This is an optimization exercise on Yosys and OpenROAD, whose aim is a short achievable clock period and few clock cycles per item, not a production implementation.
Where RTL was checked, it was by simulation tests only, not by an equivalence proof against the original.
Only the layout flow was run in run 2; the RTL was not checked for function there.
Power is estimated from default activity; no workload was simulated.

==> flow/design.v <==
`default_nettype none
package rv_pkg;
    localparam int AW = 6;   
    localparam int NS = 2;   
    localparam logic [6:0] OP_R      = 7'b0110011;
    localparam logic [6:0] OP_I      = 7'b0010011;
    localparam logic [6:0] OP_LUI    = 7'b0110111;
    localparam logic [6:0] OP_AUIPC  = 7'b0010111;
    localparam logic [6:0] OP_BRANCH = 7'b1100011;
    localparam logic [6:0] OP_JAL    = 7'b1101111;
    localparam logic [6:0] OP_JALR   = 7'b1100111;
    localparam int A_ADD  = 0;
    localparam int A_SUB  = 1;
    localparam int A_SLL  = 2;
    localparam int A_SLT  = 3;
    localparam int A_SLTU = 4;
    localparam int A_XOR  = 5;
    localparam int A_SR   = 6;   
    localparam int A_OR   = 7;
    localparam int A_AND  = 8;
    localparam int A_PASS = 9;   
    localparam int NA     = 10;
endpackage
`default_nettype wire
`default_nettype none
module rv_fetch (
    input  logic [rv_pkg::AW-1:0]                       p,
    input  logic [rv_pkg::NS-1:0][31:0]                 w,
    input  logic [rv_pkg::NS-1:0][2:0]                  cls,
    input  logic [rv_pkg::NS-1:0][rv_pkg::AW-1:0]       tgt,
    output logic [rv_pkg::NS-1:0]                       wen,
    output logic [rv_pkg::NS-1:0][4:0]                  rd,
    output logic [rv_pkg::NS-1:0][4:0]                  rs1,
    output logic [rv_pkg::NS-1:0][4:0]                  rs2,
    output logic [rv_pkg::NS-1:0][31:0]                 rs1_oh,
    output logic [rv_pkg::NS-1:0][31:0]                 rs2_oh,
    output logic [rv_pkg::NS-1:0]                       use2,
    output logic [rv_pkg::NS-1:0][rv_pkg::NA-1:0]       alu,
    output logic [rv_pkg::NS-1:0]                       sra,
    output logic [rv_pkg::NS-1:0][31:0]                 k,
    output logic [rv_pkg::NS-1:0]                       br,
    output logic [rv_pkg::NS-1:0]                       after,    
    output logic [rv_pkg::NS-1:0][2:0]                  f3,
    output logic                                        jalr,
    output logic [rv_pkg::NS-1:0]                       jslot,
    output logic [7:0]                                  jimm,
    output logic [rv_pkg::AW-1:0]                       nt,
    output logic [rv_pkg::AW-1:0]                       nn,
    output logic [15:0]                                 nt_row,   
    output logic [15:0]                                 nn_row,
    output logic [3:0]                                  nt_lo,    
    output logic [3:0]                                  nn_lo
);
    localparam int NS = rv_pkg::NS;
    localparam int AW = rv_pkg::AW;
    logic [NS-1:0]       d_wen;
    logic [NS-1:0]       d_br;
    for (genvar s = 0; s < NS; s++) begin : g_dec
        rv_decode i_dec (
            .w       (w[s]),
            .addr    (p + AW'(s)),
            .wen     (d_wen[s]),
            .rd      (rd[s]),
            .rs1     (rs1[s]),
            .rs2     (rs2[s]),
            .use_rs2 (use2[s]),
            .alu     (alu[s]),
            .sra     (sra[s]),
            .k       (k[s]),
            .br      (d_br[s]),
            .f3      (f3[s])
        );
        for (genvar r = 0; r < 32; r++) begin : g_oh
            assign rs1_oh[s][r] = (r != 0) && (rs1[s] == 5'(r));
            assign rs2_oh[s][r] = (r != 0) && use2[s] && (rs2[s] == 5'(r));
        end
    end
    logic [NS:0][AW-1:0] pk;       
    logic [NS:0][15:0]   pk_row;
    logic [NS:0][3:0]    pk_lo;
    logic [NS-1:0][15:0] t_row;
    logic [NS-1:0][3:0]  t_lo;
    always_comb begin
        for (int k = 0; k <= NS; k++) begin
            pk[k]     = p + AW'(k);
            pk_row[k] = 16'd1 << pk[k][5:2];
            pk_lo[k]  = 4'd1 << pk[k][1:0];
        end
        for (int s = 0; s < NS; s++) begin
            t_row[s] = 16'd1 << tgt[s][5:2];
            t_lo[s]  = 4'd1 << tgt[s][1:0];
        end
    end
    always_comb begin
        logic cut;
        logic hasbr;
        cut    = 1'b0;
        hasbr  = 1'b0;
        jalr   = 1'b0;
        jslot  = '0;
        jimm   = '0;
        nt     = pk[NS];
        nt_row = pk_row[NS];
        nt_lo  = pk_lo[NS];
        nn     = pk[NS];
        nn_row = pk_row[NS];
        nn_lo  = pk_lo[NS];
        for (int s = 0; s < NS; s++) begin
            if (!cut && hasbr && cls[s][0]) begin
                cut    = 1'b1;
                nn     = pk[s];
                nn_row = pk_row[s];
                nn_lo  = pk_lo[s];
            end
            wen[s]   = d_wen[s] && !cut;
            br[s]    = d_br[s] && !cut;
            after[s] = hasbr && !cut;
            if (!cut && cls[s][0]) begin
                hasbr  = 1'b1;
                nt     = tgt[s];
                nt_row = t_row[s];
                nt_lo  = t_lo[s];
            end else if (!cut && cls[s] != 3'b000) begin
                cut      = 1'b1;
                jalr     = cls[s][2];
                jslot[s] = cls[s][2];
                jimm     = w[s][27:20];
                nn       = tgt[s];
                nn_row   = t_row[s];
                nn_lo    = t_lo[s];
            end
        end
    end
endmodule
`default_nettype wire
`default_nettype none
module rv_decode (
    input  logic [31:0]             w,
    input  logic [rv_pkg::AW-1:0]   addr,
    output logic                    wen,      
    output logic [4:0]              rd,
    output logic [4:0]              rs1,
    output logic [4:0]              rs2,
    output logic                    use_rs2,  
    output logic [rv_pkg::NA-1:0]   alu,
    output logic                    sra,
    output logic [31:0]             k,        
    output logic                    br,       
    output logic [2:0]              f3
);
    logic [6:0] op;
    logic       isr, isi;
    assign op      = w[6:0];
    assign isr     = (op == rv_pkg::OP_R);
    assign isi     = (op == rv_pkg::OP_I);
    assign rd      = w[11:7];
    assign rs1     = w[19:15];
    assign rs2     = w[24:20];
    assign f3      = w[14:12];
    assign br      = (op == rv_pkg::OP_BRANCH);
    assign use_rs2 = isr || (op == rv_pkg::OP_BRANCH);
    assign wen     = (w[11:7] != 5'd0) &&
                     (isr || isi || op == rv_pkg::OP_LUI || op == rv_pkg::OP_AUIPC ||
                      op == rv_pkg::OP_JAL || op == rv_pkg::OP_JALR);
    assign sra     = w[30];
    always_comb begin
        alu = '0;
        if (isr || isi) begin
            case (w[14:12])
                3'd0: begin
                    alu[rv_pkg::A_ADD] = !(isr && w[30]);
                    alu[rv_pkg::A_SUB] = isr && w[30];
                end
                3'd1: alu[rv_pkg::A_SLL]  = 1'b1;
                3'd2: alu[rv_pkg::A_SLT]  = 1'b1;
                3'd3: alu[rv_pkg::A_SLTU] = 1'b1;
                3'd4: alu[rv_pkg::A_XOR]  = 1'b1;
                3'd5: alu[rv_pkg::A_SR]   = 1'b1;
                3'd6: alu[rv_pkg::A_OR]   = 1'b1;
                default: alu[rv_pkg::A_AND] = 1'b1;
            endcase
        end else begin
            alu[rv_pkg::A_PASS] = 1'b1;
        end
    end
    always_comb begin
        case (op)
            rv_pkg::OP_LUI:   k = {w[31:12], 12'b0};
            rv_pkg::OP_AUIPC: k = {w[31:12], {(10-rv_pkg::AW){1'b0}}, addr, 2'b00};
            rv_pkg::OP_JAL, rv_pkg::OP_JALR:
                              k = {{(29-rv_pkg::AW){1'b0}}, {1'b0, addr} + 7'd1, 2'b00};
            rv_pkg::OP_R, rv_pkg::OP_BRANCH:
                              k = '0;   
            default:          k = {{20{w[31]}}, w[31:20]};
        endcase
    end
endmodule
`default_nettype wire
`default_nettype none
module rv_core #(
    parameter int IMEM_DEPTH = 64
) (
    input  logic                          clk,
    input  logic                          rst,
    input  logic                          run,
    input  logic                          imem_we,
    input  logic [$clog2(IMEM_DEPTH)-1:0] imem_addr,
    input  logic [31:0]                   imem_wdata,
    input  logic [4:0]                    dbg_addr,
    output logic [31:0]                   dbg_data
);
    localparam int AW = rv_pkg::AW;
    localparam int NS = rv_pkg::NS;
    localparam int NA = rv_pkg::NA;
    logic [31:0]   m_raw [0:IMEM_DEPTH-1];
    logic [2:0]    m_cls [0:IMEM_DEPTH-1];
    logic [AW-1:0] m_tgt [0:IMEM_DEPTH-1];
    logic [6:0]    w_op;
    logic [2:0]    w_cls;
    logic [7:0]    w_off;
    assign w_op  = imem_wdata[6:0];
    assign w_cls = {w_op == rv_pkg::OP_JALR, w_op == rv_pkg::OP_JAL, w_op == rv_pkg::OP_BRANCH};
    assign w_off = (w_op == rv_pkg::OP_JAL) ? {imem_wdata[27:21], 1'b0}
                                            : {imem_wdata[27:25], imem_wdata[11:8], 1'b0};
    always_ff @(posedge clk) begin
        if (imem_we && !run) begin
            m_raw[imem_addr] <= imem_wdata;
            m_cls[imem_addr] <= w_cls;
            m_tgt[imem_addr] <= imem_addr + w_off[7:2];
        end
    end
    logic [31:0] regs [1:31];
    logic [3:0]  dbg_lo;
    logic [7:0]  dbg_hi;
    logic [31:0] dbg_oh;
    always_comb begin
        for (int i = 0; i < 4; i++) dbg_lo[i] = (dbg_addr[1:0] == 2'(i));
        for (int i = 0; i < 8; i++) dbg_hi[i] = (dbg_addr[4:2] == 3'(i));
        for (int r = 0; r < 32; r++) dbg_oh[r] = dbg_hi[r / 4] & dbg_lo[r % 4];
        dbg_data = '0;
        for (int r = 1; r < 32; r++) dbg_data = dbg_data | ({32{dbg_oh[r]}} & regs[r]);
    end
    logic [NS-1:0]       w_we;
    logic [NS-1:0][4:0]  w_rd;
    logic [NS-1:0][31:0] w_res;
    always_ff @(posedge clk) begin
        for (int r = 1; r < 32; r++) begin
            if (rst) begin
                regs[r] <= '0;
            end else begin
                for (int s = 0; s < NS; s++) begin
                    if (w_we[s] && w_rd[s] == 5'(r)) regs[r] <= w_res[s];
                end
            end
        end
    end
    logic [NS-1:0]         x_wen;
    logic [NS-1:0][4:0]    x_rd;
    logic [NS-1:0][31:0]   x_rs1;    
    logic [NS-1:0][31:0]   x_rs2;
    logic [NS-1:0][NS-1:0] x_by1;    
    logic [NS-1:0][NS-1:0] x_by2;
    logic [NS-1:0][NA-1:0] x_alu;
    logic [NS-1:0]         x_sra;
    logic [NS-1:0][31:0]   x_k;
    logic [NS-1:0]         x_br;
    logic [NS-1:0]         x_after;  
    logic [NS-1:0][5:0]    x_bc;     
    logic                  x_jalr;
    logic [NS-1:0]         x_jslot;
    logic [7:0]            x_jimm;
    logic [AW-1:0]         x_nt;
    logic [AW-1:0]         x_nn;
    logic [15:0]           x_nt_row;  
    logic [15:0]           x_nn_row;
    logic [3:0]            x_nt_lo;   
    logic [3:0]            x_nn_lo;
    logic [NS-1:0][31:0] x_a;
    logic [NS-1:0][31:0] x_b;
    logic [NS-1:0][31:0] x_res;
    logic [NS-1:0]       x_cond;
    logic                x_tk;     
    logic [7:0]          x_jsum;   
    always_comb begin
        for (int s = 0; s < NS; s++) begin
            logic [31:0] r2;
            x_a[s] = '0;
            r2     = '0;
            for (int r = 1; r < 32; r++) begin
                x_a[s] = x_a[s] | ({32{x_rs1[s][r]}} & regs[r]);
                r2     = r2     | ({32{x_rs2[s][r]}} & regs[r]);
            end
            for (int k = 0; k < NS; k++) begin
                x_a[s] = x_a[s] | ({32{x_by1[s][k]}} & w_res[k]);
                r2     = r2     | ({32{x_by2[s][k]}} & w_res[k]);
            end
            x_b[s] = r2 | x_k[s];
        end
    end
    for (genvar s = 0; s < NS; s++) begin : g_alu
        logic [31:0] a, b, sum, sl, sr;
        logic        eq, ltu, lt;
        assign a = x_a[s];
        assign b = x_b[s];
        logic [31:0] lt0, eq0;
        logic [15:0] lt1, eq1;
        logic [7:0]  lt2, eq2;
        logic [3:0]  lt3, eq3;
        logic [1:0]  lt4, eq4;
        assign lt0 = ~a & b;
        assign eq0 = ~(a ^ b);
        for (genvar i = 0; i < 16; i++) begin : g_c1
            assign lt1[i] = lt0[2*i+1] | (eq0[2*i+1] & lt0[2*i]);
            assign eq1[i] = eq0[2*i+1] & eq0[2*i];
        end
        for (genvar i = 0; i < 8; i++) begin : g_c2
            assign lt2[i] = lt1[2*i+1] | (eq1[2*i+1] & lt1[2*i]);
            assign eq2[i] = eq1[2*i+1] & eq1[2*i];
        end
        for (genvar i = 0; i < 4; i++) begin : g_c3
            assign lt3[i] = lt2[2*i+1] | (eq2[2*i+1] & lt2[2*i]);
            assign eq3[i] = eq2[2*i+1] & eq2[2*i];
        end
        for (genvar i = 0; i < 2; i++) begin : g_c4
            assign lt4[i] = lt3[2*i+1] | (eq3[2*i+1] & lt3[2*i]);
            assign eq4[i] = eq3[2*i+1] & eq3[2*i];
        end
        assign ltu = lt4[1] | (eq4[1] & lt4[0]);
        assign eq  = eq4[1] & eq4[0];
        assign lt  = (a[31] ^ b[31]) ? a[31] : ltu;
        assign sum = a + (b ^ {32{x_alu[s][rv_pkg::A_SUB]}}) + 32'(x_alu[s][rv_pkg::A_SUB]);
        assign sl  = a << b[4:0];
        assign sr  = 32'($signed({x_sra[s] & a[31], a}) >>> b[4:0]);
        assign x_res[s] = ({32{x_alu[s][rv_pkg::A_ADD] | x_alu[s][rv_pkg::A_SUB]}} & sum) |
                          ({32{x_alu[s][rv_pkg::A_SLL]}}  & sl) |
                          ({32{x_alu[s][rv_pkg::A_SLT]}}  & {31'b0, lt}) |
                          ({32{x_alu[s][rv_pkg::A_SLTU]}} & {31'b0, ltu}) |
                          ({32{x_alu[s][rv_pkg::A_XOR]}}  & (a ^ b)) |
                          ({32{x_alu[s][rv_pkg::A_SR]}}   & sr) |
                          ({32{x_alu[s][rv_pkg::A_OR]}}   & (a | b)) |
                          ({32{x_alu[s][rv_pkg::A_AND]}}  & (a & b)) |
                          ({32{x_alu[s][rv_pkg::A_PASS]}} & x_k[s]);
        assign x_cond[s] = x_br[s] &
                           ((x_bc[s][0] & eq)  | (x_bc[s][1] & !eq) |
                            (x_bc[s][2] & lt)  | (x_bc[s][3] & !lt) |
                            (x_bc[s][4] & ltu) | (x_bc[s][5] & !ltu));
    end
    assign x_tk = |x_cond;
    always_comb begin
        logic [7:0] ja;
        ja = '0;
        for (int s = 0; s < NS; s++) ja = ja | ({8{x_jslot[s]}} & x_a[s][7:0]);
        x_jsum = ja + x_jimm;
    end
    logic stop;
    assign stop = rst || !run;
    always_ff @(posedge clk) begin
        for (int s = 0; s < NS; s++) begin
            w_we[s]  <= !stop && x_wen[s] && !(x_tk && x_after[s]);
            w_rd[s]  <= x_rd[s];
            w_res[s] <= x_res[s];
        end
    end
    localparam int NC = 3;
    logic [NC-1:0][AW-1:0]         f_p;
    logic [NC-1:0][15:0]           f_row;
    logic [NC-1:0][3:0]            f_lo;
    logic [NC-1:0][NS-1:0][31:0]   f_w;
    logic [NC-1:0][NS-1:0][2:0]    f_cls;
    logic [NC-1:0][NS-1:0][AW-1:0] f_tgt;
    logic [1:0][3:0][31:0]         f_bw;    
    logic [1:0][3:0][2:0]          f_bc;
    logic [1:0][3:0][AW-1:0]       f_bt;
    logic [NC-1:0][NS-1:0]         f_wen;
    logic [NC-1:0][NS-1:0][4:0]    f_rd;
    logic [NC-1:0][NS-1:0][4:0]    f_rs1b;
    logic [NC-1:0][NS-1:0][4:0]    f_rs2b;
    logic [NC-1:0][NS-1:0][31:0]   f_rs1oh;
    logic [NC-1:0][NS-1:0][31:0]   f_rs2oh;
    logic [NC-1:0][NS-1:0][31:0]   f_rs1;
    logic [NC-1:0][NS-1:0][31:0]   f_rs2;
    logic [NC-1:0][NS-1:0][NS-1:0] f_by1;
    logic [NC-1:0][NS-1:0][NS-1:0] f_by2;
    logic [NC-1:0][NS-1:0]         f_use2;
    logic [NC-1:0][NS-1:0][NA-1:0] f_alu;
    logic [NC-1:0][NS-1:0]         f_sra;
    logic [NC-1:0][NS-1:0][31:0]   f_k;
    logic [NC-1:0][NS-1:0]         f_br;
    logic [NC-1:0][NS-1:0]         f_after;
    logic [NC-1:0][NS-1:0][2:0]    f_f3;
    logic [NC-1:0][NS-1:0][5:0]    f_bcnd;
    logic [NC-1:0]                 f_jalr;
    logic [NC-1:0][NS-1:0]         f_jslot;
    logic [NC-1:0][7:0]            f_jimm;
    logic [NC-1:0][AW-1:0]         f_nt;
    logic [NC-1:0][AW-1:0]         f_nn;
    logic [NC-1:0][15:0]           f_nt_row;
    logic [NC-1:0][15:0]           f_nn_row;
    logic [NC-1:0][3:0]            f_nt_lo;
    logic [NC-1:0][3:0]            f_nn_lo;
    assign f_p[0]    = x_nt;
    assign f_p[1]    = x_nn;
    assign f_p[2]    = '0;
    assign f_row[0]  = x_nt_row;
    assign f_row[1]  = x_nn_row;
    assign f_row[2]  = 16'd1;
    assign f_lo[0]   = x_nt_lo;
    assign f_lo[1]   = x_nn_lo;
    assign f_lo[2]   = 4'd1;
    for (genvar c = 0; c < NC; c++) begin : g_cand
        if (c == 2) begin : g_fixed
            for (genvar s = 0; s < NS; s++) begin : g_word
                assign f_w[c][s]   = m_raw[s];
                assign f_cls[c][s] = m_cls[s];
                assign f_tgt[c][s] = m_tgt[s];
            end
        end else begin : g_read
            for (genvar b = 0; b < 4; b++) begin : g_bank
                logic          wrap;   
                logic [15:0]   row;
                logic [31:0]   rw;
                logic [2:0]    rc;
                logic [AW-1:0] rt;
                assign wrap = |(f_lo[c] >> (b + 1));
                assign row  = wrap ? {f_row[c][14:0], f_row[c][15]} : f_row[c];
                always_comb begin
                    rw = '0;
                    rc = '0;
                    rt = '0;
                    for (int i = 0; i < 16; i++) begin
                        rw = rw | ({32{row[i]}} & m_raw[4*i+b]);
                        rc = rc | ({3{row[i]}}  & m_cls[4*i+b]);
                        rt = rt | ({AW{row[i]}} & m_tgt[4*i+b]);
                    end
                end
                assign f_bw[c][b] = rw;
                assign f_bc[c][b] = rc;
                assign f_bt[c][b] = rt;
            end
            for (genvar s = 0; s < NS; s++) begin : g_word
                logic [31:0]   sw;
                logic [2:0]    sc;
                logic [AW-1:0] st;
                always_comb begin
                    sw = '0;
                    sc = '0;
                    st = '0;
                    for (int b = 0; b < 4; b++) begin
                        sw = sw | ({32{f_lo[c][(b + 4 - s) % 4]}} & f_bw[c][b]);
                        sc = sc | ({3{f_lo[c][(b + 4 - s) % 4]}}  & f_bc[c][b]);
                        st = st | ({AW{f_lo[c][(b + 4 - s) % 4]}} & f_bt[c][b]);
                    end
                end
                assign f_w[c][s]   = sw;
                assign f_cls[c][s] = sc;
                assign f_tgt[c][s] = st;
            end
        end
        rv_fetch i_group (
            .p      (f_p[c]),
            .w      (f_w[c]),
            .cls    (f_cls[c]),
            .tgt    (f_tgt[c]),
            .wen    (f_wen[c]),
            .rd     (f_rd[c]),
            .rs1    (f_rs1b[c]),
            .rs2    (f_rs2b[c]),
            .rs1_oh (f_rs1oh[c]),
            .rs2_oh (f_rs2oh[c]),
            .use2   (f_use2[c]),
            .alu    (f_alu[c]),
            .sra    (f_sra[c]),
            .k      (f_k[c]),
            .br     (f_br[c]),
            .after  (f_after[c]),
            .f3     (f_f3[c]),
            .jalr   (f_jalr[c]),
            .jslot  (f_jslot[c]),
            .jimm   (f_jimm[c]),
            .nt     (f_nt[c]),
            .nn     (f_nn[c]),
            .nt_row (f_nt_row[c]),
            .nn_row (f_nn_row[c]),
            .nt_lo  (f_nt_lo[c]),
            .nn_lo  (f_nn_lo[c])
        );
        always_comb begin
            for (int s = 0; s < NS; s++) begin
                logic h1, h2;
                h1 = 1'b0;
                h2 = 1'b0;
                for (int k = NS - 1; k >= 0; k--) begin
                    f_by1[c][s][k] = (c != 2) && !h1 && x_wen[k] && !(c == 0 && x_after[k]) &&
                                     (x_rd[k] == f_rs1b[c][s]);
                    f_by2[c][s][k] = (c != 2) && !h2 && f_use2[c][s] && x_wen[k] && !(c == 0 && x_after[k]) &&
                                     (x_rd[k] == f_rs2b[c][s]);
                    h1 = h1 | f_by1[c][s][k];
                    h2 = h2 | f_by2[c][s][k];
                end
                f_rs1[c][s] = h1 ? 32'd0 : f_rs1oh[c][s];
                f_rs2[c][s] = h2 ? 32'd0 : f_rs2oh[c][s];
            end
        end
    end
    always_comb begin
        for (int c = 0; c < NC; c++) begin
            for (int s = 0; s < NS; s++) begin
                f_bcnd[c][s] = {f_f3[c][s] == 3'd7, f_f3[c][s] == 3'd6, f_f3[c][s] == 3'd5,
                                f_f3[c][s] == 3'd4, f_f3[c][s] == 3'd1, f_f3[c][s] == 3'd0};
            end
        end
    end
    logic tk;    
    assign tk = x_tk && !stop;
    logic [NS-1:0]             n_wen;
    logic [NS-1:0][4:0]        n_rd;
    logic [NS-1:0][31:0]       n_rs1;
    logic [NS-1:0][31:0]       n_rs2;
    logic [NS-1:0][NS-1:0]     n_by1;
    logic [NS-1:0][NS-1:0]     n_by2;
    logic [NS-1:0][NA-1:0]     n_alu;
    logic [NS-1:0]             n_sra;
    logic [NS-1:0][31:0]       n_k;
    logic [NS-1:0]             n_br;
    logic [NS-1:0]             n_after;
    logic [NS-1:0][5:0]        n_bc;
    logic                      n_jalr;
    logic [NS-1:0]             n_jslot;
    logic [7:0]                n_jimm;
    logic [AW-1:0]             n_nt;
    logic [AW-1:0]             n_nn;
    logic [15:0]               n_nt_row;
    logic [15:0]               n_nn_row;
    logic [3:0]                n_nt_lo;
    logic [3:0]                n_nn_lo;
    always_comb begin
        n_wen    = stop ? f_wen[2] : f_wen[1];
        n_rd     = stop ? f_rd[2] : f_rd[1];
        n_rs1    = stop ? f_rs1[2] : f_rs1[1];
        n_rs2    = stop ? f_rs2[2] : f_rs2[1];
        n_by1    = stop ? f_by1[2] : f_by1[1];
        n_by2    = stop ? f_by2[2] : f_by2[1];
        n_alu    = stop ? f_alu[2] : f_alu[1];
        n_sra    = stop ? f_sra[2] : f_sra[1];
        n_k      = stop ? f_k[2] : f_k[1];
        n_br     = stop ? f_br[2] : f_br[1];
        n_after  = stop ? f_after[2] : f_after[1];
        n_bc     = stop ? f_bcnd[2] : f_bcnd[1];
        n_jalr   = stop ? f_jalr[2] : f_jalr[1];
        n_jslot  = stop ? f_jslot[2] : f_jslot[1];
        n_jimm   = stop ? f_jimm[2] : f_jimm[1];
        n_nt     = stop ? f_nt[2] : f_nt[1];
        n_nn     = stop ? f_nn[2] : f_nn[1];
        n_nt_row = stop ? f_nt_row[2] : f_nt_row[1];
        n_nn_row = stop ? f_nn_row[2] : f_nn_row[1];
        n_nt_lo  = stop ? f_nt_lo[2] : f_nt_lo[1];
        n_nn_lo  = stop ? f_nn_lo[2] : f_nn_lo[1];
        if (!stop && x_jalr) begin
            n_wen    = '0;
            n_br     = '0;
            n_jalr   = 1'b0;
            n_nt     = x_jsum[7:2];
            n_nn     = x_jsum[7:2];
            n_nt_row = 16'd1 << x_jsum[7:4];
            n_nn_row = 16'd1 << x_jsum[7:4];
            n_nt_lo  = 4'd1 << x_jsum[3:2];
            n_nn_lo  = 4'd1 << x_jsum[3:2];
        end
    end
    always_ff @(posedge clk) begin
        x_wen    <= tk ? f_wen[0] : n_wen;
        x_rd     <= tk ? f_rd[0] : n_rd;
        x_rs1    <= tk ? f_rs1[0] : n_rs1;
        x_rs2    <= tk ? f_rs2[0] : n_rs2;
        x_by1    <= tk ? f_by1[0] : n_by1;
        x_by2    <= tk ? f_by2[0] : n_by2;
        x_alu    <= tk ? f_alu[0] : n_alu;
        x_sra    <= tk ? f_sra[0] : n_sra;
        x_k      <= tk ? f_k[0] : n_k;
        x_br     <= tk ? f_br[0] : n_br;
        x_after  <= tk ? f_after[0] : n_after;
        x_bc     <= tk ? f_bcnd[0] : n_bc;
        x_jalr   <= tk ? f_jalr[0] : n_jalr;
        x_jslot  <= tk ? f_jslot[0] : n_jslot;
        x_jimm   <= tk ? f_jimm[0] : n_jimm;
        x_nt     <= tk ? f_nt[0] : n_nt;
        x_nn     <= tk ? f_nn[0] : n_nn;
        x_nt_row <= tk ? f_nt_row[0] : n_nt_row;
        x_nn_row <= tk ? f_nn_row[0] : n_nn_row;
        x_nt_lo  <= tk ? f_nt_lo[0] : n_nt_lo;
        x_nn_lo  <= tk ? f_nn_lo[0] : n_nn_lo;
    end
endmodule
`default_nettype wire
==> flow/flow/run.sh <==
#!/bin/bash
# The standard layout (standard.sh, the standard flow's own ORFS run, with the standard
# synthesis unchanged), with two placement/repair options changed:
#  - ports are buffered with sky130_fd_sc_hd__buf_4 instead of the default
#    cell, so that timing repair can size the port buffers;
#  - timing repair may swap cells of a different footprint.
# make's full output goes to flow_make.log here; ORFS keeps each step's log
# under orfs/logs.
set -euo pipefail
bash standard.sh MATCH_CELL_FOOTPRINT=0 "BUFFER_PORTS_ARGS=-buffer_cell sky130_fd_sc_hd__buf_4" finish > flow_make.log 2>&1
==> flow/standard.sh <==
#!/bin/bash
# synth_recipe.tcl (not shown) runs the flow's synth.tcl, then flattens the netlist and writes it again
# the make line also repeats each setting of config.mk as NAME=value (left out here)
make -C /OpenROAD-flow-scripts/flow DESIGN_CONFIG=/design/flow/config.mk WORK_HOME=/design/flow/orfs CLKGATE_MAP_FILE= SYNTH_SCRIPT=/design/flow/synth_recipe.tcl "${@:-finish}"
==> flow/config.mk <==
export PLATFORM = sky130hd
export DESIGN_NAME = rv_core
export DESIGN_NICKNAME = rv_core
export VERILOG_FILES = /design/flow/design.v
export SDC_FILE = /design/flow/constraint.sdc
export NUM_CORES = 4
export LEC_CHECK = 0
export CAP_MARGIN = 20
export CORE_MARGIN = 2
export CORE_UTILIZATION = 20
export PLACE_DENSITY = 0.35
export SETUP_SLACK_MARGIN = 2.0
export SLEW_MARGIN = 20
==> flow/constraint.sdc <==
create_clock -name core_clock -period 7.5 [get_ports {clk}]
set_input_delay 1.5000 -clock core_clock [delete_from_list [all_inputs] [get_ports {clk}]]
set_output_delay 1.5000 -clock core_clock [all_outputs]
set_load 0.01 [all_outputs]
==> impl_metrics.csv, run 1 <==
group,metric,value,unit
run_status,status,"no timing/DRC/antenna violations",
pwr,vdd_drop_max,0.277,mV
yosys,yosys-top-cells-count,"a22oi_1 (2867), edfxtp_1 (2625), nor2_1 (1872)",
global_routing,antenna_found_initial,326,
route,vias,270000,
yosys,postSynthCellCount,23300,
setup_path,max_stage_delay,950,ps
cts,clk_pin_slew,60,ps
timing,slew-limit-headroom,6.67,%
global_routing,grt_max_degree,175,
route,viasPerCell,6.66,
yosys,ys_seq_elements,4000,
yosys,ys.flop_type,"edfxtp_1",
yosys,synth_nets,23700,
placed_design,io_buffer_count,78,
worst_hold_path,hold_class,"flop to flop",
cells_and_area,layout.nets,24600,
cells_and_area,seqCellArea,107000,um^2
timing,slew_violations,0,
setup_path,crit_fanout,12,
die,ios,79,
cells_and_area,layout-drive-gt1-share,20.6,%
route,firstDrtPassIters,22,
pwr,total_power,0.124,W
global_routing,grt_usage,36.2,%
yosys,yosys.area.top_type,"edfxtp_1",
placed_design,hpwl,1530000,um
global_routing,grt_pass1_vias,240000,
die,die_width,1080,um
pwr,leakagePower,98.8,nW
die,die_h,1080,um
cts,clockBufferDepth,5,
pwr,p_per_area,422,nW/um^2
cts,cts-root-buf,"clkbuf_16",
yosys,async_flop_share,0,%
setup_path,cp.arrival,8090,ps
setup_path,cp.required,8540,ps
timing,setup_viol,0,
setup_path,path_cells,"a221oi_2 > nand3_1 > nor3_1 > nand4_1 > buf_4 > ha_4 > nor4_4 > nand4_1 > or4_4 > a41oi_4 > buf_6 > or2_4 > mux2_4 > o31a_1 > buf_6 > buf_6 > o211ai_1 > buf_4 > nor2_4 > nand2_2 > o31ai_2 > buf_4",
timing,hold_ws,537,ps
yosys,yosysMostFrequentCell,"a22oi_1",
route,wl_per_cell,55.0,um
route,drc,0,
setup_path,setup.worst_path.start_class,"flop",
yosys,syn_area_per_cell,9.93,um^2
yosys,syn-cell-area,232000,um^2
cts,holdBufCountCts,0,
cells_and_area,area_delta_synth_final,26.9,%
timing,setup_ws,445,ps
yosys,yosysWarnings,4,
route,final_antenna_net_count,0,
yosys,synth_seq_area_share,45.9,%
timing,max_slew.worst_pin.slew,1390,ps
cts,clkLatencyLatePin,1230,ps
timing,rsz0062_at_grt,"true",
die,start_util,20.1,%
die,fp-row-count,395,
timing,hold_violations,0,
cts,cts_made_buffers,533,
yosys,ys_types,111,
setup_path,crit_slowest_cell,"nand4_1",
timing,clock_skew,117,ps
timing,final.min_clock_period,7060,ps
run,maxCapViolations,0,
timing,min_period_over_period,94.1,%
global_routing,overflow,0,
cts,htree_levels,6,
route,drt_wl_total,2220000,um
cells_and_area,final_util,25.4,%
yosys,synthTopCellsByArea,"edfxtp_1 (34%), dfxtp_1 (12%), a22oi_1 (9.3%), mux2i_1 (6.0%), o21ai_0 (3.8%)",
placed_design,post-place-ws,-728,ps
placed_design,routabilityCongestion,1.08,
timing,max_freq,142,MHz
setup_path,path_class,"flop to flop",
setup_path,endpoint_kind,"flop",
yosys,yosysTopAreaCellShare,34.0,%
cts,cts_tree,"done",
yosys,synth-edff-count,2625,
cells_and_area,multi_input_comb_area,123000,um^2
global_routing,grt_first_pass_wirelength,2780000,um
die,die-area,1170000,um^2
die,core_area,1160000,um^2
cts,clock_sinks,4000,
cells_and_area,fillers,122000,
route,first_iter_violations,52600,
final cells by class:
| cell class | count | share of cell area [%] |
|---|---|---|
| clock inverters | 277 | 1.06 |
| multi-input cells | 16700 | 41.7 |
| repair buffers | 2807 | 8.76 |
| well taps | 15300 | 6.50 |
| inverters | 260 | 0.339 |
| clock buffers | 673 | 4.93 |
| diodes | 477 | 0.406 |
| flip-flops and latches | 4000 | 36.3 |
power breakdown:
part / switching [W] / internal [W]
Sequential: 0.00427 / 0.0242
Combinational: 0.0515 / 0.0172
Clock: 0.0117 / 0.0152
registers in the layout, summed over array words and instances (netlist names), 4 cells and up:
name	count
m_cls	192
m_raw	2048
m_tgt	384
regs	992
w_rd	10
w_res	64
x_alu	20
x_bc	12
x_by1	4
x_by2	4
x_jimm	8
x_k	64
x_nn	6
x_nn_lo	4
x_nn_row	16
x_nt	6
x_nt_lo	4
x_nt_row	16
x_rd	10
x_rs1	62
x_rs2	62
cell families (layout without fill, tap and decap cells):
kind of cell	count (synthesis)	count (layout)	synth area share, %
compound gates	9252	9252	29.2
xor+xnor	188	188	0.710
fa+ha+maj	278	278	1.51
buf+inv	2647	4017	4.42
flops	4000	4000	45.9
mux	1503	1503	6.55
other cells	0	477	0
simple gates	5470	5470	11.7
final timing paths:
kind | start | to | slack (ps) | depth (start not counted)
worst max-delay path | x_rs2[47]$_DFF_P_ | x_alu[0]$_DFF_P_ | 440 | 22
worst min-delay path | x_alu[14]$_DFF_P_ | w_res[32]$_DFF_P_ | 540 | 1
worst max register to register | x_rs2[47]$_DFF_P_ | x_alu[0]$_DFF_P_ | 440 | 22
worst min register to register | x_alu[14]$_DFF_P_ | w_res[32]$_DFF_P_ | 540 | 1
layout by cell type (no fill, tap or decap), types with 570 or more instances in the layout:
master and count:
nor2_1 1706, dfxtp_1 1179, o21ai_0 1685, a221oi_1 854, a22oi_1 2861, buf_4 2302
nand2_1 712, mux2i_1 1388, a211oi_1 1045, a22o_1 817, clkbuf_16 570, edfxtp_1 2625
nand4_1 947
critical path, delay by kind of cell (launching register included):
| kind | cells | cell delay [ps] |
|---|---|---|
| simple gates | 9 | 2720 |
| compound gates | 5 | 1690 |
| fa+ha+maj | 1 | 240 |
| mux | 1 | 320 |
| flops | 1 | 520 |
| buf+inv | 6 | 1370 |
timing repair:
| action | 4_1_cts | 5_1_grt |
|---|---|---|
| cloned | 18 | 10 |
| gates resized for setup | 509 | 753 |
| endpoints found under the setup margin | 391 | 397 |
| pin swaps | 145 | 258 |
| setup buffers | 126 | 159 |
metrics by stage:
| stage | cell area (um^2) | TNS, ps | instances |
|---|---|---|---|
| after floorplan | 232000 | 0 | 23300 |
| after global placement | 266000 | -101820 | 38700 |
| after detailed placement | 266000 | -55770 | 38700 |
| after global routing | 294000 | 0 | 40200 |
| final | 294000 | 0 | 40500 |
| after CTS | 288000 | 0 | 39800 |
routing by layer:
metal / part of all wire (%) / vias up / global-route usage, % / wire length [um]
li1: - / 96900 / - / -
met4: 11 / 118 / 32.0 / 247000
met1: 36 / 137000 / 42.2 / 810000
met3: 12 / 8545 / 14.4 / 271000
met2: 40 / 26700 / 50.9 / 892000
met5: 0.16 / - / 1.78 / 3630
Testbench counts, summed over its fixed seeds: cycles 77,191, instrs 139,500.
==> inputs of run 2 (changes only) <==
--- a/flow/design.v
+++ b/flow/design.v
@@ -2,5 +2,5 @@
 package rv_pkg;
     localparam int AW = 6;   
-    localparam int NS = 2;   
+    localparam int NS = 3;   
     localparam logic [6:0] OP_R      = 7'b0110011;
     localparam logic [6:0] OP_I      = 7'b0010011;
@@ -244,36 +244,87 @@
     logic [NS-1:0][4:0]  w_rd;
     logic [NS-1:0][31:0] w_res;
-    always_ff @(posedge clk) begin
+    logic [31:0] regs_nx [1:31];
+    always_comb begin
         for (int r = 1; r < 32; r++) begin
-            if (rst) begin
-                regs[r] <= '0;
-            end else begin
-                for (int s = 0; s < NS; s++) begin
-                    if (w_we[s] && w_rd[s] == 5'(r)) regs[r] <= w_res[s];
-                end
+            regs_nx[r] = regs[r];
+            for (int s = 0; s < NS; s++) begin
+                if (w_we[s] && w_rd[s] == 5'(r)) regs_nx[r] = w_res[s];
             end
+            for (int s = 0; s < NS; s++) begin
+                if (!stop && x_dwr[s] && x_rd[s] == 5'(r)) regs_nx[r] = x_k[s];
+            end
+            if (rst) regs_nx[r] = '0;
         end
     end
-    logic [NS-1:0]         x_wen;
-    logic [NS-1:0][4:0]    x_rd;
-    logic [NS-1:0][31:0]   x_rs1;    
-    logic [NS-1:0][31:0]   x_rs2;
-    logic [NS-1:0][NS-1:0] x_by1;    
-    logic [NS-1:0][NS-1:0] x_by2;
-    logic [NS-1:0][NA-1:0] x_alu;
-    logic [NS-1:0]         x_sra;
-    logic [NS-1:0][31:0]   x_k;
-    logic [NS-1:0]         x_br;
-    logic [NS-1:0]         x_after;  
-    logic [NS-1:0][5:0]    x_bc;     
-    logic                  x_jalr;
-    logic [NS-1:0]         x_jslot;
-    logic [7:0]            x_jimm;
-    logic [AW-1:0]         x_nt;
-    logic [AW-1:0]         x_nn;
-    logic [15:0]           x_nt_row;  
-    logic [15:0]           x_nn_row;
-    logic [3:0]            x_nt_lo;   
-    logic [3:0]            x_nn_lo;
+    always_ff @(posedge clk) begin
+        for (int r = 1; r < 32; r++) regs[r] <= regs_nx[r];
+    end
+    logic                  q_useb;
+    logic [1:0][NS-1:0]          q_wen;    
+    logic [1:0][NS-1:0]          q_dwr;    
+    logic [1:0][NS-1:0][4:0]     q_rd;
+    logic [1:0][NS-1:0][31:0]    q_rs1;    
+    logic [1:0][NS-1:0][31:0]    q_rs2;    
+    logic [1:0][NS-1:0][NS-1:0]  q_by1;    
+    logic [1:0][NS-1:0][NS-1:0]  q_by2;
+    logic [1:0][NS-1:0][NA-1:0]  q_alu;
+    logic [1:0][NS-1:0]          q_sra;
+    logic [1:0][NS-1:0][31:0]    q_k;
+    logic [1:0][NS-1:0]          q_br;
+    logic [1:0][NS-1:0]          q_after;  
+    logic [1:0][NS-1:0][5:0]     q_bc;     
+    logic [1:0]                  q_jalr;
+    logic [1:0][NS-1:0]          q_jslot;
+    logic [1:0][7:0]             q_jimm;
+    logic [1:0][AW-1:0]          q_nt;
+    logic [1:0][AW-1:0]          q_nn;
+    logic [1:0][15:0]            q_nt_row;  
+    logic [1:0][15:0]            q_nn_row;
+    logic [1:0][3:0]             q_nt_lo;   
+    logic [1:0][3:0]             q_nn_lo;
+    logic [NS-1:0]               x_wen;
+    logic [NS-1:0]               x_dwr;
+    logic [NS-1:0][4:0]          x_rd;
+    logic [NS-1:0][31:0]         x_rs1;
+    logic [NS-1:0][31:0]         x_rs2;
+    logic [NS-1:0][NS-1:0]       x_by1;
+    logic [NS-1:0][NS-1:0]       x_by2;
+    logic [NS-1:0][NA-1:0]       x_alu;
+    logic [NS-1:0]               x_sra;
+    logic [NS-1:0][31:0]         x_k;
+    logic [NS-1:0]               x_br;
+    logic [NS-1:0]               x_after;
+    logic [NS-1:0][5:0]          x_bc;
+    logic                        x_jalr;
+    logic [NS-1:0]               x_jslot;
+    logic [7:0]                  x_jimm;
+    logic [AW-1:0]               x_nt;
+    logic [AW-1:0]               x_nn;
+    logic [15:0]                 x_nt_row;
+    logic [15:0]                 x_nn_row;
+    logic [3:0]                  x_nt_lo;
+    logic [3:0]                  x_nn_lo;
+    assign x_wen     = q_useb ? q_wen[1] : q_wen[0];
+    assign x_dwr     = q_useb ? q_dwr[1] : q_dwr[0];
+    assign x_rd      = q_useb ? q_rd[1] : q_rd[0];
+    assign x_rs1     = q_useb ? q_rs1[1] : q_rs1[0];
+    assign x_rs2     = q_useb ? q_rs2[1] : q_rs2[0];
+    assign x_by1     = q_useb ? q_by1[1] : q_by1[0];
+    assign x_by2     = q_useb ? q_by2[1] : q_by2[0];
+    assign x_alu     = q_useb ? q_alu[1] : q_alu[0];
+    assign x_sra     = q_useb ? q_sra[1] : q_sra[0];
+    assign x_k       = q_useb ? q_k[1] : q_k[0];
+    assign x_br      = q_useb ? q_br[1] : q_br[0];
+    assign x_after   = q_useb ? q_after[1] : q_after[0];
+    assign x_bc      = q_useb ? q_bc[1] : q_bc[0];
+    assign x_jalr    = q_useb ? q_jalr[1] : q_jalr[0];
+    assign x_jslot   = q_useb ? q_jslot[1] : q_jslot[0];
+    assign x_jimm    = q_useb ? q_jimm[1] : q_jimm[0];
+    assign x_nt      = q_useb ? q_nt[1] : q_nt[0];
+    assign x_nn      = q_useb ? q_nn[1] : q_nn[0];
+    assign x_nt_row  = q_useb ? q_nt_row[1] : q_nt_row[0];
+    assign x_nn_row  = q_useb ? q_nn_row[1] : q_nn_row[0];
+    assign x_nt_lo   = q_useb ? q_nt_lo[1] : q_nt_lo[0];
+    assign x_nn_lo   = q_useb ? q_nn_lo[1] : q_nn_lo[0];
     logic [NS-1:0][31:0] x_a;
     logic [NS-1:0][31:0] x_b;
@@ -373,4 +424,6 @@
     logic [1:0][3:0][AW-1:0]       f_bt;
     logic [NC-1:0][NS-1:0]         f_wen;
+    logic [NC-1:0][NS-1:0]         f_wwr;
+    logic [NC-1:0][NS-1:0]         f_dwr;
     logic [NC-1:0][NS-1:0][4:0]    f_rd;
     logic [NC-1:0][NS-1:0][4:0]    f_rs1b;
@@ -511,7 +564,19 @@
         end
     end
-    logic tk;    
-    assign tk = x_tk && !stop;
+    always_comb begin
+        for (int c = 0; c < NC; c++) begin
+            for (int s = 0; s < NS; s++) begin
+                f_dwr[c][s] = f_wen[c][s] && f_alu[c][s][rv_pkg::A_PASS] && !f_after[c][s];
+            end
+            for (int s = 0; s < NS; s++) begin
+                f_wwr[c][s] = f_wen[c][s] && !f_dwr[c][s];
+                for (int t = s + 1; t < NS; t++) begin
+                    if (f_dwr[c][t] && f_rd[c][t] == f_rd[c][s]) f_wwr[c][s] = 1'b0;
+                end
+            end
+        end
+    end
     logic [NS-1:0]             n_wen;
+    logic [NS-1:0]             n_dwr;
     logic [NS-1:0][4:0]        n_rd;
     logic [NS-1:0][31:0]       n_rs1;
@@ -535,5 +600,6 @@
     logic [3:0]                n_nn_lo;
     always_comb begin
-        n_wen    = stop ? f_wen[2] : f_wen[1];
+        n_wen    = stop ? f_wwr[2] : f_wwr[1];
+        n_dwr    = stop ? f_dwr[2] : f_dwr[1];
         n_rd     = stop ? f_rd[2] : f_rd[1];
         n_rs1    = stop ? f_rs1[2] : f_rs1[1];
@@ -558,4 +624,5 @@
         if (!stop && x_jalr) begin
             n_wen    = '0;
+            n_dwr    = '0;
             n_br     = '0;
             n_jalr   = 1'b0;
@@ -569,25 +636,49 @@
     end
     always_ff @(posedge clk) begin
-        x_wen    <= tk ? f_wen[0] : n_wen;
-        x_rd     <= tk ? f_rd[0] : n_rd;
-        x_rs1    <= tk ? f_rs1[0] : n_rs1;
-        x_rs2    <= tk ? f_rs2[0] : n_rs2;
-        x_by1    <= tk ? f_by1[0] : n_by1;
-        x_by2    <= tk ? f_by2[0] : n_by2;
-        x_alu    <= tk ? f_alu[0] : n_alu;
-        x_sra    <= tk ? f_sra[0] : n_sra;
-        x_k      <= tk ? f_k[0] : n_k;
-        x_br     <= tk ? f_br[0] : n_br;
-        x_after  <= tk ? f_after[0] : n_after;
-        x_bc     <= tk ? f_bcnd[0] : n_bc;
-        x_jalr   <= tk ? f_jalr[0] : n_jalr;
-        x_jslot  <= tk ? f_jslot[0] : n_jslot;
-        x_jimm   <= tk ? f_jimm[0] : n_jimm;
-        x_nt     <= tk ? f_nt[0] : n_nt;
-        x_nn     <= tk ? f_nn[0] : n_nn;
-        x_nt_row <= tk ? f_nt_row[0] : n_nt_row;
-        x_nn_row <= tk ? f_nn_row[0] : n_nn_row;
-        x_nt_lo  <= tk ? f_nt_lo[0] : n_nt_lo;
-        x_nn_lo  <= tk ? f_nn_lo[0] : n_nn_lo;
+        q_wen[0] <= stop ? f_wwr[2] : f_wwr[0];
+        q_wen[1] <= n_wen;
+        q_dwr[0] <= stop ? f_dwr[2] : f_dwr[0];
+        q_dwr[1] <= n_dwr;
+        q_rd[0] <= stop ? f_rd[2] : f_rd[0];
+        q_rd[1] <= n_rd;
+        q_rs1[0] <= stop ? f_rs1[2] : f_rs1[0];
+        q_rs1[1] <= n_rs1;
+        q_rs2[0] <= stop ? f_rs2[2] : f_rs2[0];
+        q_rs2[1] <= n_rs2;
+        q_by1[0] <= stop ? f_by1[2] : f_by1[0];
+        q_by1[1] <= n_by1;
+        q_by2[0] <= stop ? f_by2[2] : f_by2[0];
+        q_by2[1] <= n_by2;
+        q_alu[0] <= stop ? f_alu[2] : f_alu[0];
+        q_alu[1] <= n_alu;
+        q_sra[0] <= stop ? f_sra[2] : f_sra[0];
+        q_sra[1] <= n_sra;
+        q_k[0] <= stop ? f_k[2] : f_k[0];
+        q_k[1] <= n_k;
+        q_br[0] <= stop ? f_br[2] : f_br[0];
+        q_br[1] <= n_br;
+        q_after[0] <= stop ? f_after[2] : f_after[0];
+        q_after[1] <= n_after;
+        q_bc[0] <= stop ? f_bcnd[2] : f_bcnd[0];
+        q_bc[1] <= n_bc;
+        q_jalr[0] <= stop ? f_jalr[2] : f_jalr[0];
+        q_jalr[1] <= n_jalr;
+        q_jslot[0] <= stop ? f_jslot[2] : f_jslot[0];
+        q_jslot[1] <= n_jslot;
+        q_jimm[0] <= stop ? f_jimm[2] : f_jimm[0];
+        q_jimm[1] <= n_jimm;
+        q_nt[0] <= stop ? f_nt[2] : f_nt[0];
+        q_nt[1] <= n_nt;
+        q_nn[0] <= stop ? f_nn[2] : f_nn[0];
+        q_nn[1] <= n_nn;
+        q_nt_row[0] <= stop ? f_nt_row[2] : f_nt_row[0];
+        q_nt_row[1] <= n_nt_row;
+        q_nn_row[0] <= stop ? f_nn_row[2] : f_nn_row[0];
+        q_nn_row[1] <= n_nn_row;
+        q_nt_lo[0] <= stop ? f_nt_lo[2] : f_nt_lo[0];
+        q_nt_lo[1] <= n_nt_lo;
+        q_nn_lo[0] <= stop ? f_nn_lo[2] : f_nn_lo[0];
+        q_nn_lo[1] <= n_nn_lo;
+        q_useb <= !stop && !x_tk;
     end
 endmodule
--- a/flow/config.mk
+++ b/flow/config.mk
@@ -8,6 +8,6 @@
 export CAP_MARGIN = 20
 export CORE_MARGIN = 2
-export CORE_UTILIZATION = 20
-export PLACE_DENSITY = 0.35
+export CORE_UTILIZATION = 30
+export PLACE_DENSITY = 0.5
 export SETUP_SLACK_MARGIN = 2.0
 export SLEW_MARGIN = 20
==> impl_metrics.csv, run 2 <==
group,metric,value,unit
die,ios,79,
yosys,yosys-top-cells-count,"nor2_1 (4283), clkbuf_1 (3410), a211oi_1 (3020)",
die,fp-row-count,378,
yosys,postSynthCellCount,37100,
cts,clockBufferDepth,5,
global_routing,grt_max_degree,185,
cts,cts_made_buffers,569,
yosys,yosys.area.top_type,"edfxtp_1",
yosys,ys_seq_elements,4613,
run_status,tool.error,"[ERROR GRT-0116] Global routing finished with congestion. Check the congestion regions in the DRC Viewer.",
placed_design,hpwl,2890000,um
yosys,synth-edff-count,2624,
run_status,lastStage,"5_1_grt",
cts,holdBufCountCts,0,
global_routing,grt_usage,85.1,%
yosys,ys_types,135,
placed_design,post-place-ws,-1120,ps
yosys,synthTopCellsByArea,"edfxtp_1 (25%), dfxtp_1 (12%), a211oi_1 (7.1%), a22oi_1 (6.6%), nor2_1 (5.0%)",
yosys,synth_seq_area_share,37.2,%
placed_design,routabilityCongestion,1.28,
yosys,ys.flop_type,"edfxtp_1",
yosys,yosysWarnings,5,
yosys,yosysTopAreaCellShare,24.7,%
cts,htree_levels,6,
cts,cts-root-buf,"clkbuf_16",
run_status,status,"aborted with a tool error",
global_routing,grt_pass1_vias,506000,
die,start_util,30.1,%
yosys,synth_nets,37500,
cts,clock_sinks,4613,
yosys,syn-cell-area,319000,um^2
die,die_width,1030,um
global_routing,overflow,16400,
placed_design,io_buffer_count,78,
placed_design,dpl_cell_area,376000,um^2
yosys,yosysMostFrequentCell,"nor2_1",
yosys,syn_area_per_cell,8.60,um^2
global_routing,grt_first_pass_wirelength,6370000,um
placed_design,dp.cells,52000,
die,die_h,1030,um
yosys,async_flop_share,0,%
-- run 2: worst max path at each step --
| stage | start | to | slack, ps | cells past startpoint |
|---|---|---|---|---|
| 4_1_cts | q_useb$_DFF_P_ | w_we[1]$_DFF_P_ | 460 | 26 |
| 3_5_place_dp | q_useb$_DFF_P_ | w_res[64]$_DFF_P_ | -1120 | 27 |
| 3_3_place_gp | q_useb$_DFF_P_ | w_res[64]$_DFF_P_ | -1710 | 25 |
| 2_1_floorplan | q_useb$_DFF_P_ | w_res[30]$_DFF_P_ | 1460 | 33 |
-- run 2: stage by stage --
stage	utilization [%]	TNS, ps	total power [W]	hold slack [ps]
CTS	37.7	0	0.142	493
floorplan	-	0	0.0602	492
global placement	35.4	-55850	0.111	486
detailed placement	35.5	-17540	0.111	489
-- run 2: cell families after synthesis --
group           count (synthesis)  share of synthesized area [%]
simple gates                10300                           15.1
xor+xnor                      436                           1.20
buf+inv                      5458                           6.97
mux                          1944                           6.29
flops                        4613                           37.2
compound gates              13900                           31.7
fa+ha+maj                     408                           1.61
-- run 2: routing by layer --
metal  overflow  global-route usage, %
met3        797                   73.2
met5        124                   48.7
met1        595                   85.5
met4       5344                   84.9
met2       9543                   97.6
-- run 2: power by group through the flow --
stage	Combinational, W	Sequential (W)	Clock (W)
after floorplan	0.0318	0.0284	0
after global placement	0.0800	0.0309	0
after detailed placement	0.0801	0.0309	0
after CTS	0.0820	0.0304	0.0297
-- run 2: what timing repair did --
item | in CTS
setup endpoints to repair | 1022
setup buffers | 192
pin swaps | 111
gates resized for setup | 619
cloned | 20

-- port drivers added, routing unchanged --
In the flow no input, the clock included, has a driving cell. The finished layout below was timed again as built, in two steps.
Step 1, drivers: a clkbuf_16 drives clk and a buf_2 each remaining input, both assumed.
Step 2 times the ports against the registers' clock, not the clock port: input delays grow and output delays shrink by t, the midpoint of the rising clock arrivals with the driver on.
Three values: ideal, step 1, step 2; two values: the first two.
run: run 1
shift t [ns]: 1.322
slack for setup (ns): 0.445 / 0.445 / 0.445
latest minus earliest clock arrival (ns): 0.144 / 0.144
After both steps run 1 still meets setup and hold. For run 1, drivers alone change the setup slack by 0.000 ns; drivers and shift together by 0.000 ns.
